Background: an optimization exercise with open tools, aiming at small area and a short achievable clock period. Do not read the settings as production practice.
The RTL was checked by simulation tests, not by an equivalence proof against the original design.
No activity file was given, so power comes from the tool's default toggle rates.

==> run a: inputs <==
// spi_ram_burst
module spi_ram_burst #(
    parameter int MEM_DEPTH  = 256,
    parameter int ADDR_SIZE  = 8,
    parameter int DATA_WIDTH = 8,
    parameter bit AUTO_INC   = 1'b1
) (
    input  logic                  clk,
    input  logic                  rst_n,
    input  logic [DATA_WIDTH+1:0] din,
    input  logic                  rx_valid,
    input  logic                  tx_ready,
    output logic [DATA_WIDTH-1:0] dout,
    output logic                  tx_valid,
    output logic                  busy,
    output logic                  cmd_drop
);
==> module spi_ram_burst, before the edit <==
module spi_ram_burst #(
    parameter int MEM_DEPTH  = 256,
    parameter int ADDR_SIZE  = 8,
    parameter int DATA_WIDTH = 8,
    parameter bit AUTO_INC   = 1'b1
) (
    input  logic                  clk,
    input  logic                  rst_n,
    input  logic [DATA_WIDTH+1:0] din,
    input  logic                  rx_valid,
    input  logic                  tx_ready,
    output logic [DATA_WIDTH-1:0] dout,
    output logic                  tx_valid,
    output logic                  busy,
    output logic                  cmd_drop
);
    localparam int NCP = 4;   
    logic [1:0] opcode;
    logic [7:0] payload;
    assign opcode  = din[9:8];
    assign payload = din[7:0];
    logic        rd_mode;          
    logic        txv_q, busy_q;    
    logic        drop_q;
    logic [7:0]  remaining;
    logic        rem_zero;         
    logic [7:0]  write_address;
    logic [15:0] ra_lo [NCP];      
    logic [15:0] ra_hi;            
    logic [7:0]  dout_q;
    logic cmd_waddr, cmd_wdata, cmd_raddr, cmd_read, hs_more, ra_inc;
    assign cmd_waddr = !rd_mode && rx_valid && (opcode == 2'b00);
    assign cmd_wdata = !rd_mode && rx_valid && (opcode == 2'b01);
    assign cmd_raddr = !rd_mode && rx_valid && (opcode == 2'b10);
    assign cmd_read  = !rd_mode && rx_valid && (opcode == 2'b11);
    assign hs_more   = rd_mode && tx_ready && !rem_zero;
    assign ra_inc    = cmd_read || hs_more;
    function automatic logic [15:0] dec4(input logic [3:0] a);
        dec4 = 16'd1 << a;
    endfunction
    logic [15:0] pw_lo, pw_hi;    
    logic [7:0]  pw_data;
    logic        pw_en;
    always_ff @(posedge clk) begin
        pw_lo   <= dec4(write_address[3:0]);
        pw_hi   <= cmd_wdata ? dec4(write_address[7:4]) : 16'd0;
        pw_en   <= cmd_wdata;
        pw_data <= payload;
    end
    logic [7:0] mem [256];
    for (genvar w = 0; w < 256; w++) begin : g_word
        always_ff @(posedge clk) begin
            if (pw_hi[w / 16] && pw_lo[w % 16]) mem[w] <= pw_data;
        end
    end
    logic [7:0] grp [16];
    for (genvar i = 0; i < 16; i++) begin : g_grp
        always_comb begin
            grp[i] = '0;
            for (int j = 0; j < 16; j++)
                grp[i] = grp[i] | (mem[16 * i + j] & {8{ra_lo[i / (16 / NCP)][j]}});
        end
    end
    logic [7:0] rd_arr;
    always_comb begin
        rd_arr = '0;
        for (int i = 0; i < 16; i++)
            rd_arr = rd_arr | (grp[i] & {8{ra_hi[i]}});
    end
    logic bypass;
    assign bypass = pw_en && |(pw_lo & ra_lo[0]) && |(pw_hi & ra_hi);
    logic [7:0] rd_word;
    assign rd_word = bypass ? pw_data : rd_arr;
    logic dout_ld, dout_hold;
    assign dout_ld   = !rd_mode || tx_ready;
    assign dout_hold = busy_q && !tx_ready;
    always_ff @(posedge clk) begin
        dout_q <= (rd_word & {8{dout_ld}}) | (dout_q & {8{dout_hold}});
    end
    always_ff @(posedge clk or negedge rst_n) begin
        if (!rst_n) begin
            rd_mode       <= 1'b0;
            txv_q         <= 1'b0;
            busy_q        <= 1'b0;
            drop_q        <= 1'b0;
            remaining     <= '0;
            rem_zero      <= 1'b1;
            write_address <= '0;
            ra_hi         <= 16'd1;
        end else begin
            drop_q <= rd_mode && rx_valid;
            if (cmd_read) rd_mode <= 1'b1;
            else if (rd_mode && tx_ready && rem_zero) rd_mode <= 1'b0;
            if (cmd_read) txv_q <= 1'b1;
            else if (txv_q && tx_ready && rem_zero) txv_q <= 1'b0;
            if (cmd_read) busy_q <= 1'b1;
            else if (busy_q && tx_ready && rem_zero) busy_q <= 1'b0;
            if (cmd_read) begin
                remaining <= payload;
                rem_zero  <= (payload == 8'd0);
            end else if (hs_more) begin
                remaining <= remaining - 1'b1;
                rem_zero  <= (remaining == 8'd1);
            end
            if (cmd_waddr) write_address <= payload;
            else if (cmd_wdata) write_address <= write_address + 1'b1;
            if (cmd_raddr) ra_hi <= dec4(payload[7:4]);
            else if (ra_inc && ra_lo[0][15]) ra_hi <= {ra_hi[14:0], ra_hi[15]};
        end
    end
    for (genvar c = 0; c < NCP; c++) begin : g_ralo
        always_ff @(posedge clk or negedge rst_n) begin
            if (!rst_n) ra_lo[c] <= 16'd1;
            else if (cmd_raddr) ra_lo[c] <= dec4(payload[3:0]);
            else if (ra_inc) ra_lo[c] <= {ra_lo[c][14:0], ra_lo[c][15]};
        end
    end
    assign dout     = dout_q;
    assign tx_valid = txv_q;
    assign busy     = busy_q;
    assign cmd_drop = drop_q;
endmodule
clock: 4.0 ns
lec_check: 0
cap_margin: 20
core_margin: 2
core_utilization: 40
setup_slack_margin: 1.8
slew_margin: 20
run.sh (not shown) runs the stock make flow with config.mk's settings and CLKGATE_MAP_FILE= SYNTH_SCRIPT=/design/flow/synth_recipe.tcl, a recipe that flattens the netlist after the stock synthesis.
==> run b (differences from run a) <==
==> flow/design.v (replaced) <==
module spi_ram_burst #(
    parameter int MEM_DEPTH  = 256,
    parameter int ADDR_SIZE  = 8,
    parameter int DATA_WIDTH = 8,
    parameter bit AUTO_INC   = 1'b1
) (
    input  logic                  clk,
    input  logic                  rst_n,
    input  logic [DATA_WIDTH+1:0] din,
    input  logic                  rx_valid,
    input  logic                  tx_ready,
    output logic [DATA_WIDTH-1:0] dout,
    output logic                  tx_valid,
    output logic                  busy,
    output logic                  cmd_drop
);
    localparam int NCP = 4;   
    logic [1:0] opcode;
    logic [7:0] payload;
    assign opcode  = din[9:8];
    assign payload = din[7:0];
    function automatic logic [15:0] dec4(input logic [3:0] a);
        dec4 = 16'd1 << a;
    endfunction
    logic        rd_mode, more;
    logic        txv_q, busy_q, dmode_q;    
    logic        drop_q;
    logic [7:0]  remaining;
    logic [7:0]  write_address;
    logic [15:0] ra_hi;                     
    logic [7:0]  dout_q;
    logic cmd_waddr, cmd_wdata, cmd_read, hs, hs_more;
    assign cmd_waddr = !rd_mode && rx_valid && (opcode == 2'b00);
    assign cmd_wdata = !rd_mode && rx_valid && (opcode == 2'b01);
    assign cmd_read  = !rd_mode && rx_valid && (opcode == 2'b11);
    assign hs        = rd_mode && tx_ready;
    assign hs_more   = more && tx_ready;
    logic        rd_mode_c [NCP];
    logic        more_c    [NCP];
    logic [15:0] ra_lo     [NCP];
    logic [15:0] lo_next   [NCP];
    logic        ra_inc_c  [NCP];
    for (genvar c = 0; c < NCP; c++) begin : g_ctl
        logic raddr, rdcmd, inc;
        assign raddr = !rd_mode_c[c] && rx_valid && (opcode == 2'b10);
        assign rdcmd = !rd_mode_c[c] && rx_valid && (opcode == 2'b11);
        assign inc   = rdcmd || (more_c[c] && tx_ready);
        assign ra_inc_c[c] = inc;
        assign lo_next[c] = raddr ? dec4(payload[3:0])
                          : inc   ? {ra_lo[c][14:0], ra_lo[c][15]}
                          :         ra_lo[c];
        always_ff @(posedge clk or negedge rst_n) begin
            if (!rst_n) begin
                rd_mode_c[c] <= 1'b0;
                more_c[c]    <= 1'b0;
                ra_lo[c]     <= 16'd1;
            end else begin
                ra_lo[c] <= lo_next[c];
                if (rdcmd) begin
                    rd_mode_c[c] <= 1'b1;
                    more_c[c]    <= (payload != 8'd0);
                end else if (more_c[c] && tx_ready) begin
                    more_c[c]    <= (remaining != 8'd1);
                end else if (rd_mode_c[c] && tx_ready) begin
                    rd_mode_c[c] <= 1'b0;
                end
            end
        end
    end
    logic [15:0] pw_lo, pw_hi;    
    logic [7:0]  pw_data;
    logic        pw_en;
    logic [15:0] pp_lo, pp_hi;
    logic [7:0]  pp_data;
    logic        pp_en;
    always_ff @(posedge clk) begin
        pw_lo   <= dec4(write_address[3:0]);
        pw_hi   <= cmd_wdata ? dec4(write_address[7:4]) : 16'd0;
        pw_en   <= cmd_wdata;
        pw_data <= payload;
        pp_lo   <= pw_lo;
        pp_hi   <= pw_hi;
        pp_en   <= pw_en;
        pp_data <= pw_data;
    end
    logic [7:0] mem [256];
    for (genvar w = 0; w < 256; w++) begin : g_word
        always_ff @(posedge clk) begin
            if (pw_hi[w / 16] && pw_lo[w % 16]) mem[w] <= pw_data;
        end
    end
    logic [7:0] grp [16];
    for (genvar i = 0; i < 16; i++) begin : g_grp
        logic [7:0] sel;
        always_comb begin
            sel = '0;
            for (int j = 0; j < 16; j++)
                sel = sel | (mem[16 * i + j] & {8{lo_next[i / (16 / NCP)][j]}});
        end
        always_ff @(posedge clk) grp[i] <= sel;
    end
    logic [7:0] rd_arr;
    always_comb begin
        rd_arr = '0;
        for (int i = 0; i < 16; i++)
            rd_arr = rd_arr | (grp[i] & {8{ra_hi[i]}});
    end
    logic byp_w, byp_p;
    assign byp_w = pw_en && |(pw_lo & ra_lo[0]) && |(pw_hi & ra_hi);
    assign byp_p = pp_en && |(pp_lo & ra_lo[0]) && |(pp_hi & ra_hi);
    logic [7:0] rd_word;
    assign rd_word = byp_w ? pw_data : byp_p ? pp_data : rd_arr;
    logic dout_ld, dout_hold;
    assign dout_ld   = !rd_mode || tx_ready;
    assign dout_hold = dmode_q && !tx_ready;
    always_ff @(posedge clk) begin
        dout_q <= (rd_word & {8{dout_ld}}) | (dout_q & {8{dout_hold}});
    end
    always_ff @(posedge clk or negedge rst_n) begin
        if (!rst_n) begin
            rd_mode       <= 1'b0;
            more          <= 1'b0;
            txv_q         <= 1'b0;
            busy_q        <= 1'b0;
            dmode_q       <= 1'b0;
            drop_q        <= 1'b0;
            remaining     <= '0;
            write_address <= '0;
            ra_hi         <= 16'd1;
        end else begin
            drop_q <= rd_mode && rx_valid;
            if (cmd_read) rd_mode <= 1'b1;
            else if (hs && !more) rd_mode <= 1'b0;
            if (cmd_read) txv_q <= 1'b1;
            else if (txv_q && tx_ready && !more) txv_q <= 1'b0;
            if (cmd_read) busy_q <= 1'b1;
            else if (busy_q && tx_ready && !more) busy_q <= 1'b0;
            if (cmd_read) dmode_q <= 1'b1;
            else if (dmode_q && tx_ready && !more) dmode_q <= 1'b0;
            if (cmd_read) begin
                remaining <= payload;
                more      <= (payload != 8'd0);
            end else if (hs_more) begin
                remaining <= remaining - 1'b1;
                more      <= (remaining != 8'd1);
            end
            if (cmd_waddr) write_address <= payload;
            else if (cmd_wdata) write_address <= write_address + 1'b1;
            if (!rd_mode && rx_valid && (opcode == 2'b10)) ra_hi <= dec4(payload[7:4]);
            else if (ra_inc_c[0] && ra_lo[0][15]) ra_hi <= {ra_hi[14:0], ra_hi[15]};
        end
    end
    assign dout     = dout_q;
    assign tx_valid = txv_q;
    assign busy     = busy_q;
    assign cmd_drop = drop_q;
endmodule
Settings changed: CTS_CLUSTER_DIAMETER set to 80, CTS_CLUSTER_SIZE set to 30.
==> run c (differences from run a) <==
==> flow/design.v (replaced) <==
module spi_ram_burst #(
    parameter int MEM_DEPTH  = 256,
    parameter int ADDR_SIZE  = 8,
    parameter int DATA_WIDTH = 8,
    parameter bit AUTO_INC   = 1'b1
) (
    input  logic                  clk,
    input  logic                  rst_n,
    input  logic [DATA_WIDTH+1:0] din,
    input  logic                  rx_valid,
    input  logic                  tx_ready,
    output logic [DATA_WIDTH-1:0] dout,
    output logic                  tx_valid,
    output logic                  busy,
    output logic                  cmd_drop
);
    localparam int NCP = 4;   
    logic [1:0] opcode;
    logic [7:0] payload;
    assign opcode  = din[9:8];
    assign payload = din[7:0];
    function automatic logic [15:0] dec4(input logic [3:0] a);
        dec4 = 16'd1 << a;
    endfunction
    logic        rd_mode, more;
    logic        txv_q, busy_q, dmode_q;    
    logic        drop_q;
    logic [7:0]  remaining;
    logic [7:0]  write_address;
    logic [15:0] ra_hi;                     
    logic [7:0]  dout_q;
    logic cmd_waddr, cmd_wdata, cmd_read, hs, hs_more;
    assign cmd_waddr = !rd_mode && rx_valid && (opcode == 2'b00);
    assign cmd_wdata = !rd_mode && rx_valid && (opcode == 2'b01);
    assign cmd_read  = !rd_mode && rx_valid && (opcode == 2'b11);
    assign hs        = rd_mode && tx_ready;
    assign hs_more   = more && tx_ready;
    logic        rd_mode_c [NCP];
    logic        more_c    [NCP];
    logic [15:0] ra_lo     [NCP];
    logic [15:0] lo_next   [NCP];
    logic        ra_inc_c  [NCP];
    for (genvar c = 0; c < NCP; c++) begin : g_ctl
        logic raddr, rdcmd, inc;
        assign raddr = !rd_mode_c[c] && rx_valid && (opcode == 2'b10);
        assign rdcmd = !rd_mode_c[c] && rx_valid && (opcode == 2'b11);
        assign inc   = rdcmd || (more_c[c] && tx_ready);
        assign ra_inc_c[c] = inc;
        assign lo_next[c] = raddr ? dec4(payload[3:0])
                          : inc   ? {ra_lo[c][14:0], ra_lo[c][15]}
                          :         ra_lo[c];
        always_ff @(posedge clk or negedge rst_n) begin
            if (!rst_n) begin
                rd_mode_c[c] <= 1'b0;
                more_c[c]    <= 1'b0;
                ra_lo[c]     <= 16'd1;
            end else begin
                ra_lo[c] <= lo_next[c];
                if (rdcmd) begin
                    rd_mode_c[c] <= 1'b1;
                    more_c[c]    <= (payload != 8'd0);
                end else if (more_c[c] && tx_ready) begin
                    more_c[c]    <= (remaining != 8'd1);
                end else if (rd_mode_c[c] && tx_ready) begin
                    rd_mode_c[c] <= 1'b0;
                end
            end
        end
    end
    logic [15:0] pw_lo, pw_hi;    
    logic [15:0] pn_lo, pn_hi;    
    logic [7:0]  pw_data;
    logic        pw_en;
    logic [15:0] pp_lo, pp_hi;
    logic [7:0]  pp_data;
    logic        pp_en;
    always_ff @(posedge clk) begin
        pw_lo   <= dec4(write_address[3:0]);
        pw_hi   <= cmd_wdata ? dec4(write_address[7:4]) : 16'd0;
        pn_lo   <= ~dec4(write_address[3:0]);
        pn_hi   <= cmd_wdata ? ~dec4(write_address[7:4]) : 16'hffff;
        pw_en   <= cmd_wdata;
        pw_data <= payload;
        pp_lo   <= pw_lo;
        pp_hi   <= pw_hi;
        pp_en   <= pw_en;
        pp_data <= pw_data;
    end
    logic [7:0] mem [256];
    for (genvar w = 0; w < 256; w++) begin : g_word
        logic ld, keep;
        assign ld   = !(pn_hi[w / 16] || pn_lo[w % 16]);
        assign keep = !(pw_hi[w / 16] && pw_lo[w % 16]);
        always_ff @(posedge clk) begin
            mem[w] <= (pw_data & {8{ld}}) | (mem[w] & {8{keep}});
        end
    end
    logic [7:0] grp [16];
    for (genvar i = 0; i < 16; i++) begin : g_grp
        logic [7:0] sel;
        always_comb begin
            sel = '0;
            for (int j = 0; j < 16; j++)
                sel = sel | (mem[16 * i + j] & {8{lo_next[i / (16 / NCP)][j]}});
        end
        always_ff @(posedge clk) grp[i] <= sel;
    end
    logic [7:0] rd_arr;
    always_comb begin
        rd_arr = '0;
        for (int i = 0; i < 16; i++)
            rd_arr = rd_arr | (grp[i] & {8{ra_hi[i]}});
    end
    logic byp_w, byp_p;
    assign byp_w = pw_en && |(pw_lo & ra_lo[0]) && |(pw_hi & ra_hi);
    assign byp_p = pp_en && |(pp_lo & ra_lo[0]) && |(pp_hi & ra_hi);
    logic [7:0] rd_word;
    assign rd_word = byp_w ? pw_data : byp_p ? pp_data : rd_arr;
    logic dout_ld, dout_hold;
    assign dout_ld   = !rd_mode || tx_ready;
    assign dout_hold = dmode_q && !tx_ready;
    always_ff @(posedge clk) begin
        dout_q <= (rd_word & {8{dout_ld}}) | (dout_q & {8{dout_hold}});
    end
    always_ff @(posedge clk or negedge rst_n) begin
        if (!rst_n) begin
            rd_mode       <= 1'b0;
            more          <= 1'b0;
            txv_q         <= 1'b0;
            busy_q        <= 1'b0;
            dmode_q       <= 1'b0;
            drop_q        <= 1'b0;
            remaining     <= '0;
            write_address <= '0;
            ra_hi         <= 16'd1;
        end else begin
            drop_q <= rd_mode && rx_valid;
            if (cmd_read) rd_mode <= 1'b1;
            else if (hs && !more) rd_mode <= 1'b0;
            if (cmd_read) txv_q <= 1'b1;
            else if (txv_q && tx_ready && !more) txv_q <= 1'b0;
            if (cmd_read) busy_q <= 1'b1;
            else if (busy_q && tx_ready && !more) busy_q <= 1'b0;
            if (cmd_read) dmode_q <= 1'b1;
            else if (dmode_q && tx_ready && !more) dmode_q <= 1'b0;
            if (cmd_read) begin
                remaining <= payload;
                more      <= (payload != 8'd0);
            end else if (hs_more) begin
                remaining <= remaining - 1'b1;
                more      <= (remaining != 8'd1);
            end
            if (cmd_waddr) write_address <= payload;
            else if (cmd_wdata) write_address <= write_address + 1'b1;
            if (!rd_mode && rx_valid && (opcode == 2'b10)) ra_hi <= dec4(payload[7:4]);
            else if (ra_inc_c[0] && ra_lo[0][15]) ra_hi <= {ra_hi[14:0], ra_hi[15]};
        end
    end
    assign dout     = dout_q;
    assign tx_valid = txv_q;
    assign busy     = busy_q;
    assign cmd_drop = drop_q;
endmodule
Settings changed: CORE_UTILIZATION 40 to 50, CTS_CLUSTER_DIAMETER set to 75, CTS_CLUSTER_SIZE set to 24, PLACE_DENSITY set to 0.65.
==> notes <==
- Total power: run a is smaller than run b (about 20%).
- Run b completed and failed the layout checks on antenna rules. Run c finished with timing, DRC and antenna clean. Run a went through all stages and came out clean.
- Of run a and run b, run b has the higher non-clock buffer count (gap 401).
- Against run a, the critical path depth of run c is higher by 2.
- Clock skew, lowest first: run c, run b, run a.
- Between run c and run b, the lower sequential power is in run c (gap about 2%, measured against run b).
==> figures <==
| quantity | run b | run a | run c |
|---|---|---|---|
| Detailed-router iteration count before antenna repair | 6 | 8 | 6 |
| WP data required | 4.64 ns | 4.76 ns | 4.62 ns |
| Outcome | failed layout checks | timing/DRC/antenna clean | timing/DRC/antenna clean |
| Violated checks | antenna rules | - | - |
| Worst slack at placement | -0.0240 ns | 0.373 ns | 0.159 ns |
| Number of flip-flops and latches | 2,376 | 2,198 | 2,408 |
| Hold-critical path endpoint | pp_en | - | pp_en |
| Register-to-Register Path Depth | 10 | 7 | 9 |
| RD Place Congestion | 0.948 | 0.934 | 1.02 |
| Total setup buffers inserted after CTS | 161 | 47 | 129 |
| Sinks on the clock net | 2,376 | 2,198 | 2,408 |
| Top flip-flop cell by instance count after synthesis | sky130_fd_sc_hd__edfxtp_1 | sky130_fd_sc_hd__edfxtp_1 | sky130_fd_sc_hd__dfxtp_1 |

static timing again, ports no longer ideal:
No port has a modelled driver above. Below, the same layouts with a new extraction and two added sets of constraints.
Step 1 sets driving cells, clkbuf_16 on the clock port and buf_2 on the other inputs (assumed; they add their load-dependent delay and slew).
Step 2 adds t to the input delays and takes it off the output delays; t is the mean of the earliest and latest rising clock arrival at the registers after step 1. Input paths then give back, and output paths get back, about the clock's delay inside the block.
Three values: no drivers, after step 1, after step 2; two values: the first two.
run	shift t [ns]	setup slack, ns	hold WS [ns]	worst slew at a driven data input, ns	pins driven straight from the clock port
run a	0.933	1.046 / 1.046 / 0.859	0.040 / 0.027 / 0.443	0.07	1
run b	0.883	1.481 / 1.481 / 0.718	0.354 / 0.354 / 0.354	0.16	1
run c	0.890	1.531 / 1.531 / 0.709	0.367 / 0.367 / 0.367	0.16	1
The setup slack of run c, which loses most, moves by 0.000 ns with the drivers and by -0.822 ns with both steps.
